What follows belongs to an exercise in optimizing a design on an open flow for small area and a short achievable clock period; a production flow would make more cautious choices. Where RTL was checked, it was by simulation tests only, not by an equivalence proof against the original. Power figures rest on the tool's default switching activity, not on a simulated workload.

## run a
## alu_top
module alu_top (
    input  logic        clk,
    input  logic        rst,
    input  logic        valid_instruction,
    input  logic [5:0]  opcode,
    input  logic [31:0] operand_a,
    input  logic [31:0] operand_b,
    input  logic        use_immediate,
    input  logic [31:0] immediate_value,
    output logic        resp_valid,
    output logic [31:0] resp_result,
    output logic        resp_carry,
    output logic        resp_overflow,
    output logic        resp_zero,
    output logic        resp_negative
);
    int_alu_core u_core (
        .clk               (clk),
        .rst               (rst),
        .valid_instruction (valid_instruction),
        .opcode            (opcode),
        .operand_a         (operand_a),
        .operand_b         (operand_b),
        .use_immediate     (use_immediate),
        .immediate_value   (immediate_value),
        .resp_valid        (resp_valid),
        .resp_result       (resp_result),
        .resp_carry        (resp_carry),
        .resp_overflow     (resp_overflow),
        .resp_zero         (resp_zero),
        .resp_negative     (resp_negative)
    );
endmodule
==> module result_stage, before the edit <==
module result_stage (
    input  logic        clk,
    input  logic        rst,
    input  logic        valid,
    input  logic        arith,
    input  logic        sat,
    input  logic        cin,
    input  logic [31:0] p,
    input  logic [31:0] g,
    input  logic [32:0] c,
    input  logic [31:0] logic_shift,
    input  logic        flag,
    output logic        resp_valid,
    output logic [31:0] resp_result,
    output logic        resp_carry,
    output logic        resp_overflow,
    output logic        resp_zero,
    output logic        resp_negative
);
    logic        ovf;
    logic        clamp;
    logic        add_en;
    logic [31:0] r0, r1;        
    logic [31:0] result_d;
    assign ovf    = ~p[31] & (c[31] ^ g[31]);
    assign clamp  = sat & ovf;
    assign add_en = arith | sat;
    assign r0 = logic_shift | (p & {32{add_en}});
    assign r1 = logic_shift | (~p & {32{add_en}});
    always_comb begin
        for (int i = 0; i < 32; i++) begin
            result_d[i] = c[i] ? r1[i] : r0[i];
        end
        if (clamp) result_d = {g[31], {31{~g[31]}}};     
        if (flag)  result_d = '1;
    end
    always_ff @(posedge clk or posedge rst) begin
        if (rst) begin
            resp_valid    <= 1'b0;
            resp_result   <= '0;
            resp_carry    <= 1'b0;
            resp_overflow <= 1'b0;
        end else begin
            resp_valid    <= valid;
            resp_result   <= result_d;
            resp_carry    <= arith & (c[32] ^ cin);
            resp_overflow <= add_en & ovf;
        end
    end
    assign resp_zero     = resp_valid & ~|resp_result;
    assign resp_negative = resp_result[31];
endmodule
clock: 6.0 ns
lec_check: 0
abc_clock_period_in_ps: 2500
cap_margin: 20
core_margin: 2
core_utilization: 50
cts_buf_list: sky130_fd_sc_hd__clkbuf_8
setup_slack_margin: 3.2
slew_margin: 20
tns_end_percent: 0
standard.sh (not shown) runs the stock make flow with config.mk's settings and CLKGATE_MAP_FILE= SYNTH_SCRIPT=/design/flow/synth_recipe.tcl, a recipe that flattens the netlist after the stock synthesis.
==> flow/flow/run.sh <==
#!/bin/bash
# Own layout flow: the standard ORFS flow (standard.sh, standard synthesis
# unchanged) with two sizing changes: the I/O port buffers are inserted as
# buf_1 cells instead of the cell buffer_ports picks by default, and the
# resizer may swap cells across footprints (MATCH_CELL_FOOTPRINT=0), so those
# buffers and the logic can be upsized where timing needs it.
set -euo pipefail
export BUFFER_PORTS_ARGS="-buffer_cell sky130_fd_sc_hd__buf_1"
bash standard.sh MATCH_CELL_FOOTPRINT=0 finish > flow_make.log 2>&1
Input changes introduced in run b (baseline for comparison: run a):
diff --git a/flow/design.v b/flow/design.v
--- a/flow/design.v
+++ b/flow/design.v
@@ -253,25 +253,29 @@
     output logic        resp_overflow,
     output logic        resp_zero,
     output logic        resp_negative
 );
     logic        ovf;
-    logic        clamp;
     logic        add_en;
     logic [31:0] r0, r1;        
     logic [31:0] result_d;
     assign ovf    = ~p[31] & (c[31] ^ g[31]);
-    assign clamp  = sat & ovf;
     assign add_en = arith | sat;
     assign r0 = logic_shift | (p & {32{add_en}});
     assign r1 = logic_shift | (~p & {32{add_en}});
+    logic sat_same;
+    logic clr, set;
+    logic [31:0] x;
+    assign sat_same = sat & ~p[31];
+    assign clr      = sat_same & g[31] & ~c[31];      
+    assign set      = sat_same & ~g[31] & c[31];      
     always_comb begin
         for (int i = 0; i < 32; i++) begin
-            result_d[i] = c[i] ? r1[i] : r0[i];
+            x[i] = c[i] ? r1[i] : r0[i];
         end
-        if (clamp) result_d = {g[31], {31{~g[31]}}};     
-        if (flag)  result_d = '1;
+        result_d[30:0] = (x[30:0] & {31{~clr}}) | {31{set | flag}};
+        result_d[31]   = (x[31] ^ (clr | set)) | flag;    
     end
     always_ff @(posedge clk or posedge rst) begin
         if (rst) begin
             resp_valid    <= 1'b0;
             resp_result   <= '0;
| net count of the finished layout | run b vs run a | 4.1% higher |. Against run a as the reference, run b delivers a higher fraction of the cycle the final worst path needs. Higher global-route wire length before repair was reported by run b, not run a. | flip-flop and latch share of the layout cell area | run b vs run a | 0.54 points lower |. Compared run b vs run a, and count of non-CTS inverters in the layout is down in run b. Comparing run b and run a, the lower post-synthesis xor/xnor area fraction was measured on run b. Run a → run b: share of total power in the clock network fell 0.5 points, setup slack fell 0.10 ns, summed area of non-filler cells in the final layout rose 250 µm².
Only the layout flow was run in run b; the RTL was not checked for function there.

---

## build 56
alu_top again, from the RTL that the note above started with.
==> module logic_shift_unit, before the edit <==
module logic_shift_unit (
    input  logic [31:0] p,
    input  logic [31:0] g,
    input  logic [4:0]  m,
    input  logic [4:0]  mn,
    input  logic [2:0]  lut,
    input  logic        rot,
    input  logic        shr,
    input  logic        shl,
    input  logic        fill,
    output logic [31:0] out
);
    logic [31:0] r [0:4];
    logic [31:0] hi;            
    logic [31:0] keep;
    logic [31:0] k0, k1;        
    logic        mz;
    logic [31:0] ge;            
    assign ge = 32'hFFFF_FFFF << m;
    assign r[0] = p;
    for (genvar k = 0; k < 4; k++) begin : g_rot
        assign r[k+1] = (r[k] | {32{m[k]}}) & ({r[k][(1<<k)-1:0], r[k][31:(1<<k)]} | {32{mn[k]}});
    end
    assign mz   = ~|m;
    for (genvar i = 0; i < 32; i++) begin : g_hi
        assign hi[i] = ~ge[31-i];                      
    end
    assign keep = {32{rot}} | ({32{shr}} & ~hi) | ({32{shl}} & (hi | {32{mz}}));
    assign k0   = keep & {32{mn[4]}};
    assign k1   = keep & {32{m[4]}};
    assign out = (r[4] & k0)
               | ({r[4][15:0], r[4][31:16]} & k1)
               | ({32{fill & p[31]}} & hi)
               | (g & {32{lut[2]}})
               | (p & {32{lut[1]}})
               | (~(g | p) & {32{lut[0]}});
endmodule
==> module int_alu_core, before the edit <==
module int_alu_core (
    input  logic        clk,
    input  logic        rst,
    input  logic        valid_instruction,
    input  logic [5:0]  opcode,
    input  logic [31:0] operand_a,
    input  logic [31:0] operand_b,
    input  logic        use_immediate,
    input  logic [31:0] immediate_value,
    output logic        resp_valid,
    output logic [31:0] resp_result,
    output logic        resp_carry,
    output logic        resp_overflow,
    output logic        resp_zero,
    output logic        resp_negative
);
    logic [31:0] p, g, ls_out;
    logic [32:0] c;
    logic [4:0]  m, mn;
    logic        cin, inv, valid, arith, sat, rot, shr, shl, fill, cmpu, cmps, cmpeq;
    logic [2:0]  lut;
    logic        flag;
    operand_stage u_operand_stage (
        .clk (clk), .rst (rst),
        .valid_instruction (valid_instruction), .opcode (opcode),
        .operand_a (operand_a), .operand_b (operand_b),
        .use_immediate (use_immediate), .immediate_value (immediate_value),
        .p_q (p), .g_q (g), .m_q (m), .mn_q (mn), .cin_q (cin), .inv_q (inv), .valid_q (valid),
        .arith_q (arith), .sat_q (sat), .lut_q (lut), .rot_q (rot), .shr_q (shr),
        .shl_q (shl), .fill_q (fill), .cmpu_q (cmpu), .cmps_q (cmps), .cmpeq_q (cmpeq)
    );
    adder_unit u_adder_unit (
        .p (p), .g (g), .cin (cin), .c (c)
    );
    logic_shift_unit u_logic_shift_unit (
        .p (p), .g (g), .m (m), .mn (mn), .lut (lut), .rot (rot), .shr (shr), .shl (shl),
        .fill (fill), .out (ls_out)
    );
    compare_unit u_compare_unit (
        .p (p), .g31 (g[31]), .c31 (c[31]), .cout (c[32]), .inv (inv),
        .cmpu (cmpu), .cmps (cmps), .cmpeq (cmpeq), .flag (flag)
    );
    result_stage u_result_stage (
        .clk (clk), .rst (rst), .valid (valid), .arith (arith), .sat (sat), .cin (cin),
        .p (p), .g (g), .c (c), .logic_shift (ls_out), .flag (flag),
        .resp_valid (resp_valid), .resp_result (resp_result), .resp_carry (resp_carry),
        .resp_overflow (resp_overflow), .resp_zero (resp_zero), .resp_negative (resp_negative)
    );
endmodule
export LEC_CHECK = 0
export ABC_CLOCK_PERIOD_IN_PS = 2500
export CAP_MARGIN = 20
export CORE_MARGIN = 2
export CORE_UTILIZATION = 50
export CTS_BUF_LIST = sky130_fd_sc_hd__clkbuf_8
export SETUP_SLACK_MARGIN = 3.5
export SLEW_MARGIN = 20
export TNS_END_PERCENT = 0
create_clock -name core_clock -period 6.0 [get_ports {clk}]
==> flow/flow/run.sh <==
#!/bin/bash
# Own layout flow: the standard ORFS flow (standard.sh, standard synthesis
# unchanged), with the I/O port buffers inserted as buf_1 cells instead of the
# cell buffer_ports picks by default. The resizer still upsizes them as needed.
set -euo pipefail
export BUFFER_PORTS_ARGS="-buffer_cell sky130_fd_sc_hd__buf_1"
bash standard.sh finish > flow_make.log 2>&1
--- input diff build 56..trial 29 ---
==> flow/design.v, changed modules only <==
module logic_shift_unit (
    input  logic [31:0] p,
    input  logic [31:0] g,
    input  logic [4:0]  m,
    input  logic [4:0]  mn,
    input  logic [2:0]  lut,
    input  logic        rot,
    input  logic        shr,
    input  logic        shl,
    input  logic        fill,
    output logic [31:0] out,
    output logic        zero
);
    logic [31:0] r [0:4];
    logic [31:0] hi;            
    logic [31:0] keep;
    logic [31:0] k0, k1;        
    logic        mz;
    assign r[0] = p;
    for (genvar k = 0; k < 4; k++) begin : g_rot
        assign r[k+1] = (r[k] | {32{m[k]}}) & ({r[k][(1<<k)-1:0], r[k][31:(1<<k)]} | {32{mn[k]}});
    end
    assign mz   = ~|m;
    assign hi   = ~(32'hFFFF_FFFF >> m);               
    assign keep = {32{rot}} | ({32{shr}} & ~hi) | ({32{shl}} & (hi | {32{mz}}));
    assign k0   = keep & {32{mn[4]}};
    assign k1   = keep & {32{m[4]}};
    assign out = (r[4] & k0)
               | ({r[4][15:0], r[4][31:16]} & k1)
               | ({32{fill & p[31]}} & hi)
               | (g & {32{lut[2]}})
               | (p & {32{lut[1]}})
               | (~(g | p) & {32{lut[0]}});
    logic [31:0] ge;            
    logic [31:0] src;
    assign ge   = 32'hFFFF_FFFF << m;
    assign src  = ({32{rot}})
                | ({32{shr}} & ge)
                | ({32{shl}} & (~ge | {32{mz}}));
    assign zero = ~|((p & src)
                   | (g & {32{lut[2]}})
                   | (p & {32{lut[1]}})
                   | (~(g | p) & {32{lut[0]}}));
endmodule
module result_stage (
    input  logic        clk,
    input  logic        rst,
    input  logic        valid,
    input  logic        arith,
    input  logic        sat,
    input  logic        cin,
    input  logic [31:0] p,
    input  logic [31:0] g,
    input  logic [32:0] c,
    input  logic [31:0] logic_shift,
    input  logic        flag,
    input  logic        zero_ls,      
    output logic        resp_valid,
    output logic [31:0] resp_result,
    output logic        resp_carry,
    output logic        resp_overflow,
    output logic        resp_zero,
    output logic        resp_negative
);
    logic        ovf;
    logic        clamp;
    logic        add_en;
    logic [31:0] r0, r1;        
    logic [31:0] result_d;
    logic [31:0] t;
    logic        zero_sum;
    logic        zero_d;
    logic        zero_q;
    assign ovf    = ~p[31] & (c[31] ^ g[31]);
    assign clamp  = sat & ovf;
    assign add_en = arith | sat;
    assign r0 = logic_shift | (p & {32{add_en}});
    assign r1 = logic_shift | (~p & {32{add_en}});
    always_comb begin
        for (int i = 0; i < 32; i++) begin
            result_d[i] = c[i] ? r1[i] : r0[i];
        end
        if (clamp) result_d = {g[31], {31{~g[31]}}};     
        if (flag)  result_d = '1;
    end
    assign t        = g | p;
    assign zero_sum = (p[0] ~^ cin) & (&(p[31:1] ~^ t[30:0]));
    assign zero_d = valid & zero_ls & ~flag & ~(add_en & ~(zero_sum & ~clamp));
    always_ff @(posedge clk or posedge rst) begin
        if (rst) begin
            resp_valid    <= 1'b0;
            resp_result   <= '0;
            resp_carry    <= 1'b0;
            resp_overflow <= 1'b0;
            zero_q        <= 1'b0;
        end else begin
            resp_valid    <= valid;
            resp_result   <= result_d;
            resp_carry    <= arith & (c[32] ^ cin);
            resp_overflow <= add_en & ovf;
            zero_q        <= zero_d;
        end
    end
    assign resp_zero     = zero_q;
    assign resp_negative = resp_result[31];
endmodule
module int_alu_core (
    input  logic        clk,
    input  logic        rst,
    input  logic        valid_instruction,
    input  logic [5:0]  opcode,
    input  logic [31:0] operand_a,
    input  logic [31:0] operand_b,
    input  logic        use_immediate,
    input  logic [31:0] immediate_value,
    output logic        resp_valid,
    output logic [31:0] resp_result,
    output logic        resp_carry,
    output logic        resp_overflow,
    output logic        resp_zero,
    output logic        resp_negative
);
    logic [31:0] p, g, ls_out;
    logic [32:0] c;
    logic [4:0]  m, mn;
    logic        cin, inv, valid, arith, sat, rot, shr, shl, fill, cmpu, cmps, cmpeq;
    logic [2:0]  lut;
    logic        flag, zero_ls;
    operand_stage u_operand_stage (
        .clk (clk), .rst (rst),
        .valid_instruction (valid_instruction), .opcode (opcode),
        .operand_a (operand_a), .operand_b (operand_b),
        .use_immediate (use_immediate), .immediate_value (immediate_value),
        .p_q (p), .g_q (g), .m_q (m), .mn_q (mn), .cin_q (cin), .inv_q (inv), .valid_q (valid),
        .arith_q (arith), .sat_q (sat), .lut_q (lut), .rot_q (rot), .shr_q (shr),
        .shl_q (shl), .fill_q (fill), .cmpu_q (cmpu), .cmps_q (cmps), .cmpeq_q (cmpeq)
    );
    adder_unit u_adder_unit (
        .p (p), .g (g), .cin (cin), .c (c)
    );
    logic_shift_unit u_logic_shift_unit (
        .p (p), .g (g), .m (m), .mn (mn), .lut (lut), .rot (rot), .shr (shr), .shl (shl),
        .fill (fill), .out (ls_out), .zero (zero_ls)
    );
    compare_unit u_compare_unit (
        .p (p), .g31 (g[31]), .c31 (c[31]), .cout (c[32]), .inv (inv),
        .cmpu (cmpu), .cmps (cmps), .cmpeq (cmpeq), .flag (flag)
    );
    result_stage u_result_stage (
        .clk (clk), .rst (rst), .valid (valid), .arith (arith), .sat (sat), .cin (cin),
        .p (p), .g (g), .c (c), .logic_shift (ls_out), .flag (flag), .zero_ls (zero_ls),
        .resp_valid (resp_valid), .resp_result (resp_result), .resp_carry (resp_carry),
        .resp_overflow (resp_overflow), .resp_zero (resp_zero), .resp_negative (resp_negative)
    );
endmodule
==> comparison <==
Of the two values seen for cell with the biggest individual delay on the critical path, a211oi_1 was produced by build 56 and o22ai_1 by trial 29.
Looking at destination of the critical timing path, the u_core.u_result_stage.resp_result[11] result is from trial 29; the u_core.u_result_stage.resp_result[14] one comes from build 56.
Relative to build 56, power density of the placed cells has gone down in trial 29.
[compare] base=build 56 new=trial 29: worst setup slack moved up; register-to-register slack moved up.
According to the power report, total power for trial 29 is higher than for build 56.
Clock network power consumption (trial 29 / build 56): 1.10
Function not checked in trial 29: the RTL went through the layout flow alone.

---

Setup of delta:
Another version of the RTL of alu_top (not shown whole).
Size: ~1200 cells after synthesis, roughly 120 flip-flops, roughly 0.0096 mm^2 of cells after synthesis.
==> module adder_unit, before the edit <==
module adder_unit (
    input  logic [31:0] p,
    input  logic [31:0] g,
    input  logic        cin,
    output logic [32:0] c
);
    logic [31:0] gl [0:5];
    logic [31:0] pl [0:5];
    always_comb begin
        gl[0] = g;
        pl[0] = p;
        gl[0][0] = g[0] | (p[0] & cin);
    end
    for (genvar l = 0; l < 5; l++) begin : g_level
        for (genvar i = 0; i < 32; i++) begin : g_bit
            if (i >= (1 << l)) begin : g_op
                assign gl[l+1][i] = gl[l][i] | (pl[l][i] & gl[l][i-(1<<l)]);
                assign pl[l+1][i] = pl[l][i] & pl[l][i-(1<<l)];
            end else begin : g_pass
                assign gl[l+1][i] = gl[l][i];
                assign pl[l+1][i] = pl[l][i];
            end
        end
    end
    assign c = {gl[5], cin};
endmodule
==> module logic_shift_unit, before the edit <==
module logic_shift_unit (
    input  logic [31:0] p,
    input  logic [31:0] g,
    input  logic [4:0]  m,
    input  logic [4:0]  mn,
    input  logic [2:0]  lut,
    input  logic        rot,
    input  logic        shr,
    input  logic        shl,
    input  logic        fill,
    output logic [31:0] out
);
    logic [31:0] r [0:5];
    logic [31:0] hi;            
    logic [31:0] keep;
    logic        mz;
    assign r[0] = p;
    for (genvar k = 0; k < 5; k++) begin : g_rot
        assign r[k+1] = (r[k] | {32{m[k]}}) & ({r[k][(1<<k)-1:0], r[k][31:(1<<k)]} | {32{mn[k]}});
    end
    assign mz   = ~|m;
    assign hi   = ~(32'hFFFF_FFFF >> m);               
    assign keep = {32{rot}} | ({32{shr}} & ~hi) | ({32{shl}} & (hi | {32{mz}}));
    assign out = (r[5] & keep)
               | ({32{fill & p[31]}} & hi)
               | (g & {32{lut[2]}})
               | (p & {32{lut[1]}})
               | (~(g | p) & {32{lut[0]}});
endmodule
==> module result_stage, before the edit <==
module result_stage (
    input  logic        clk,
    input  logic        rst,
    input  logic        valid,
    input  logic        arith,
    input  logic        sat,
    input  logic        cin,
    input  logic [31:0] p,
    input  logic        g31,
    input  logic [32:0] c,
    input  logic [31:0] logic_shift,
    input  logic        flag,
    output logic        resp_valid,
    output logic [31:0] resp_result,
    output logic        resp_carry,
    output logic        resp_overflow,
    output logic        resp_zero,
    output logic        resp_negative
);
    logic        ovf;
    logic        clamp;
    logic        add_en;
    logic [31:0] r0, r1;        
    logic [31:0] result_d;
    assign ovf    = ~p[31] & (c[31] ^ g31);
    assign clamp  = sat & ovf;
    assign add_en = arith | sat;
    assign r0 = logic_shift | (p & {32{add_en}});
    assign r1 = logic_shift | (~p & {32{add_en}});
    always_comb begin
        for (int i = 0; i < 32; i++) begin
            result_d[i] = c[i] ? r1[i] : r0[i];
        end
        if (clamp) result_d = {g31, {31{~g31}}};     
        if (flag)  result_d = '1;
    end
    always_ff @(posedge clk or posedge rst) begin
        if (rst) begin
            resp_valid    <= 1'b0;
            resp_result   <= '0;
            resp_carry    <= 1'b0;
            resp_overflow <= 1'b0;
        end else begin
            resp_valid    <= valid;
            resp_result   <= result_d;
            resp_carry    <= arith & (c[32] ^ cin);
            resp_overflow <= add_en & ovf;
        end
    end
    assign resp_zero     = resp_valid & ~|resp_result;
    assign resp_negative = resp_result[31];
endmodule
==> module int_alu_core, before the edit <==
module int_alu_core (
    input  logic        clk,
    input  logic        rst,
    input  logic        valid_instruction,
    input  logic [5:0]  opcode,
    input  logic [31:0] operand_a,
    input  logic [31:0] operand_b,
    input  logic        use_immediate,
    input  logic [31:0] immediate_value,
    output logic        resp_valid,
    output logic [31:0] resp_result,
    output logic        resp_carry,
    output logic        resp_overflow,
    output logic        resp_zero,
    output logic        resp_negative
);
    logic [31:0] p, g, ls_out;
    logic [32:0] c;
    logic [4:0]  m, mn;
    logic        cin, inv, valid, arith, sat, rot, shr, shl, fill, cmpu, cmps, cmpeq;
    logic [2:0]  lut;
    logic        flag;
    operand_stage u_operand_stage (
        .clk (clk), .rst (rst),
        .valid_instruction (valid_instruction), .opcode (opcode),
        .operand_a (operand_a), .operand_b (operand_b),
        .use_immediate (use_immediate), .immediate_value (immediate_value),
        .p_q (p), .g_q (g), .m_q (m), .mn_q (mn), .cin_q (cin), .inv_q (inv), .valid_q (valid),
        .arith_q (arith), .sat_q (sat), .lut_q (lut), .rot_q (rot), .shr_q (shr),
        .shl_q (shl), .fill_q (fill), .cmpu_q (cmpu), .cmps_q (cmps), .cmpeq_q (cmpeq)
    );
    adder_unit u_adder_unit (
        .p (p), .g (g), .cin (cin), .c (c)
    );
    logic_shift_unit u_logic_shift_unit (
        .p (p), .g (g), .m (m), .mn (mn), .lut (lut), .rot (rot), .shr (shr), .shl (shl),
        .fill (fill), .out (ls_out)
    );
    compare_unit u_compare_unit (
        .p (p), .g31 (g[31]), .c31 (c[31]), .cout (c[32]), .inv (inv),
        .cmpu (cmpu), .cmps (cmps), .cmpeq (cmpeq), .flag (flag)
    );
    result_stage u_result_stage (
        .clk (clk), .rst (rst), .valid (valid), .arith (arith), .sat (sat), .cin (cin),
        .p (p), .g31 (g[31]), .c (c), .logic_shift (ls_out), .flag (flag),
        .resp_valid (resp_valid), .resp_result (resp_result), .resp_carry (resp_carry),
        .resp_overflow (resp_overflow), .resp_zero (resp_zero), .resp_negative (resp_negative)
    );
endmodule
clock: 6.0 ns
lec_check: 0
abc_clock_period_in_ps: 2500
cap_margin: 20
core_margin: 2
core_utilization: 50
cts_buf_list: sky130_fd_sc_hd__clkbuf_8
setup_slack_margin: 3.5
slew_margin: 20
tns_end_percent: 0
Scripts as last shown in full above: flow/flow/run.sh
Relative to delta, the following input files were edited for alpha:
--- a/flow/design.v
+++ b/flow/design.v
@@ -143,11 +143,11 @@
     logic [31:0] gl [0:5];
     logic [31:0] pl [0:5];
     always_comb begin
         gl[0] = g;
         pl[0] = p;
-        gl[0][0] = g[0] | (p[0] & cin);
+        gl[0][0] = cin ? (g[0] | p[0]) : g[0];
     end
     for (genvar l = 0; l < 5; l++) begin : g_level
         for (genvar i = 0; i < 32; i++) begin : g_bit
             if (i >= (1 << l)) begin : g_op
                 assign gl[l+1][i] = gl[l][i] | (pl[l][i] & gl[l][i-(1<<l)]);
@@ -168,28 +168,43 @@
     input  logic [2:0]  lut,
     input  logic        rot,
     input  logic        shr,
     input  logic        shl,
     input  logic        fill,
-    output logic [31:0] out
+    output logic [31:0] out,
+    output logic        zero
 );
-    logic [31:0] r [0:5];
+    logic [31:0] r [0:4];
     logic [31:0] hi;            
     logic [31:0] keep;
+    logic [31:0] k0, k1;        
     logic        mz;
     assign r[0] = p;
-    for (genvar k = 0; k < 5; k++) begin : g_rot
+    for (genvar k = 0; k < 4; k++) begin : g_rot
         assign r[k+1] = (r[k] | {32{m[k]}}) & ({r[k][(1<<k)-1:0], r[k][31:(1<<k)]} | {32{mn[k]}});
     end
     assign mz   = ~|m;
     assign hi   = ~(32'hFFFF_FFFF >> m);               
     assign keep = {32{rot}} | ({32{shr}} & ~hi) | ({32{shl}} & (hi | {32{mz}}));
-    assign out = (r[5] & keep)
+    assign k0   = keep & {32{mn[4]}};
+    assign k1   = keep & {32{m[4]}};
+    assign out = (r[4] & k0)
+               | ({r[4][15:0], r[4][31:16]} & k1)
                | ({32{fill & p[31]}} & hi)
                | (g & {32{lut[2]}})
                | (p & {32{lut[1]}})
                | (~(g | p) & {32{lut[0]}});
+    logic [31:0] ge;            
+    logic [31:0] src;
+    assign ge   = 32'hFFFF_FFFF << m;
+    assign src  = ({32{rot}})
+                | ({32{shr}} & ge)
+                | ({32{shl}} & (~ge | {32{mz}}));
+    assign zero = ~|((p & src)
+                   | (g & {32{lut[2]}})
+                   | (p & {32{lut[1]}})
+                   | (~(g | p) & {32{lut[0]}}));
 endmodule
 module compare_unit (
     input  logic [31:0] p,
     input  logic        g31,
     input  logic        c31,
@@ -212,14 +227,15 @@
     input  logic        valid,
     input  logic        arith,
     input  logic        sat,
     input  logic        cin,
     input  logic [31:0] p,
-    input  logic        g31,
+    input  logic [31:0] g,
     input  logic [32:0] c,
     input  logic [31:0] logic_shift,
     input  logic        flag,
+    input  logic        zero_ls,      
     output logic        resp_valid,
     output logic [31:0] resp_result,
     output logic        resp_carry,
     output logic        resp_overflow,
     output logic        resp_zero,
@@ -228,36 +244,45 @@
     logic        ovf;
     logic        clamp;
     logic        add_en;
     logic [31:0] r0, r1;        
     logic [31:0] result_d;
-    assign ovf    = ~p[31] & (c[31] ^ g31);
+    logic [31:0] t;
+    logic        zero_sum;
+    logic        zero_d;
+    logic        zero_q;
+    assign ovf    = ~p[31] & (c[31] ^ g[31]);
     assign clamp  = sat & ovf;
     assign add_en = arith | sat;
     assign r0 = logic_shift | (p & {32{add_en}});
     assign r1 = logic_shift | (~p & {32{add_en}});
     always_comb begin
         for (int i = 0; i < 32; i++) begin
             result_d[i] = c[i] ? r1[i] : r0[i];
         end
-        if (clamp) result_d = {g31, {31{~g31}}};     
+        if (clamp) result_d = {g[31], {31{~g[31]}}};     
         if (flag)  result_d = '1;
     end
+    assign t        = g | p;
+    assign zero_sum = (p[0] ~^ cin) & (&(p[31:1] ~^ t[30:0]));
+    assign zero_d = valid & zero_ls & ~flag & ~(add_en & ~(zero_sum & ~clamp));
     always_ff @(posedge clk or posedge rst) begin
         if (rst) begin
             resp_valid    <= 1'b0;
             resp_result   <= '0;
             resp_carry    <= 1'b0;
             resp_overflow <= 1'b0;
+            zero_q        <= 1'b0;
         end else begin
             resp_valid    <= valid;
             resp_result   <= result_d;
             resp_carry    <= arith & (c[32] ^ cin);
             resp_overflow <= add_en & ovf;
+            zero_q        <= zero_d;
         end
     end
-    assign resp_zero     = resp_valid & ~|resp_result;
+    assign resp_zero     = zero_q;
     assign resp_negative = resp_result[31];
 endmodule
 module int_alu_core (
     input  logic        clk,
     input  logic        rst,
@@ -277,11 +302,11 @@
     logic [31:0] p, g, ls_out;
     logic [32:0] c;
     logic [4:0]  m, mn;
     logic        cin, inv, valid, arith, sat, rot, shr, shl, fill, cmpu, cmps, cmpeq;
     logic [2:0]  lut;
-    logic        flag;
+    logic        flag, zero_ls;
     operand_stage u_operand_stage (
         .clk (clk), .rst (rst),
         .valid_instruction (valid_instruction), .opcode (opcode),
         .operand_a (operand_a), .operand_b (operand_b),
         .use_immediate (use_immediate), .immediate_value (immediate_value),
@@ -292,19 +317,19 @@
     adder_unit u_adder_unit (
         .p (p), .g (g), .cin (cin), .c (c)
     );
     logic_shift_unit u_logic_shift_unit (
         .p (p), .g (g), .m (m), .mn (mn), .lut (lut), .rot (rot), .shr (shr), .shl (shl),
-        .fill (fill), .out (ls_out)
+        .fill (fill), .out (ls_out), .zero (zero_ls)
     );
     compare_unit u_compare_unit (
         .p (p), .g31 (g[31]), .c31 (c[31]), .cout (c[32]), .inv (inv),
         .cmpu (cmpu), .cmps (cmps), .cmpeq (cmpeq), .flag (flag)
     );
     result_stage u_result_stage (
         .clk (clk), .rst (rst), .valid (valid), .arith (arith), .sat (sat), .cin (cin),
-        .p (p), .g31 (g[31]), .c (c), .logic_shift (ls_out), .flag (flag),
+        .p (p), .g (g), .c (c), .logic_shift (ls_out), .flag (flag), .zero_ls (zero_ls),
         .resp_valid (resp_valid), .resp_result (resp_result), .resp_carry (resp_carry),
         .resp_overflow (resp_overflow), .resp_zero (resp_zero), .resp_negative (resp_negative)
     );
 endmodule
 module alu_top (
==> comparison <==
Delta (alpha minus delta): largest fanout of any net on the critical path +17; setup slack climbed 0.16 ns; minimum clock period after layout went down; worst path arrival time lost 0.17 ns.
alpha vs delta, actual transition at the worst max-transition pin went up by 0.058 ns.
NOTE: part of the Yosys area used for sequential elements in alpha falls short of that of delta
u_core.u_operand_stage.m_q[2] as the worst setup path startpoint was reported by delta, and u_core.u_operand_stage.m_q[0] by alpha.
alpha reports a lower worst-case setup slack after placement than delta does.
[compare] base=delta new=alpha: non-clock buffer contribution to total cell area +1.8 points; critical path depth shows an increase of 1.
Measured against each other, alpha and delta differ in initial antenna violation count, the higher figure coming from alpha.
alpha ended up with met5 as its uppermost signal routing layer after detailed routing; delta ended up with met4.
Against delta, alpha comes in 0.32 mW higher on overall power after layout.
The clock skew of alpha was inferior to that of delta.
No functional check of the RTL was part of alpha.

==> re-timing with driven ports <==
How much do the figures lean on ideal ports? The routed layouts below were timed once more, with nothing changed but the port constraints. Step 1 sets driving cells, clkbuf_16 on the clock port and buf_2 on the other inputs (assumed; they add their load-dependent delay and slew). Step 2 adds t to the input delays and takes it off the output delays; t is the mean of the earliest and latest rising clock arrival at the registers after step 1. Input paths then give back, and output paths get back, about the clock's delay inside the block. Three values: ideal, step 1, step 2; two values: the first two.
run	shift t [ns]	setup slack, ns	latest minus earliest clock arrival (ns)
run a	0.503	3.176 / 3.134 / 2.828	0.018 / 0.018
run b	0.498	3.074 / 3.074 / 2.782	0.024 / 0.024
build 56	0.504	3.124 / 3.124 / 2.811	0.017 / 0.017
trial 29	0.495	3.232 / 3.232 / 2.903	0.021 / 0.021
delta	0.489	3.143 / 3.143 / 2.740	0.017 / 0.017
alpha	0.502	3.301 / 3.301 / 2.894	0.022 / 0.021
After both steps every run listed still meets setup and hold. For alpha, which loses most, drivers alone change the setup slack by 0.000 ns; drivers and shift together by -0.407 ns.
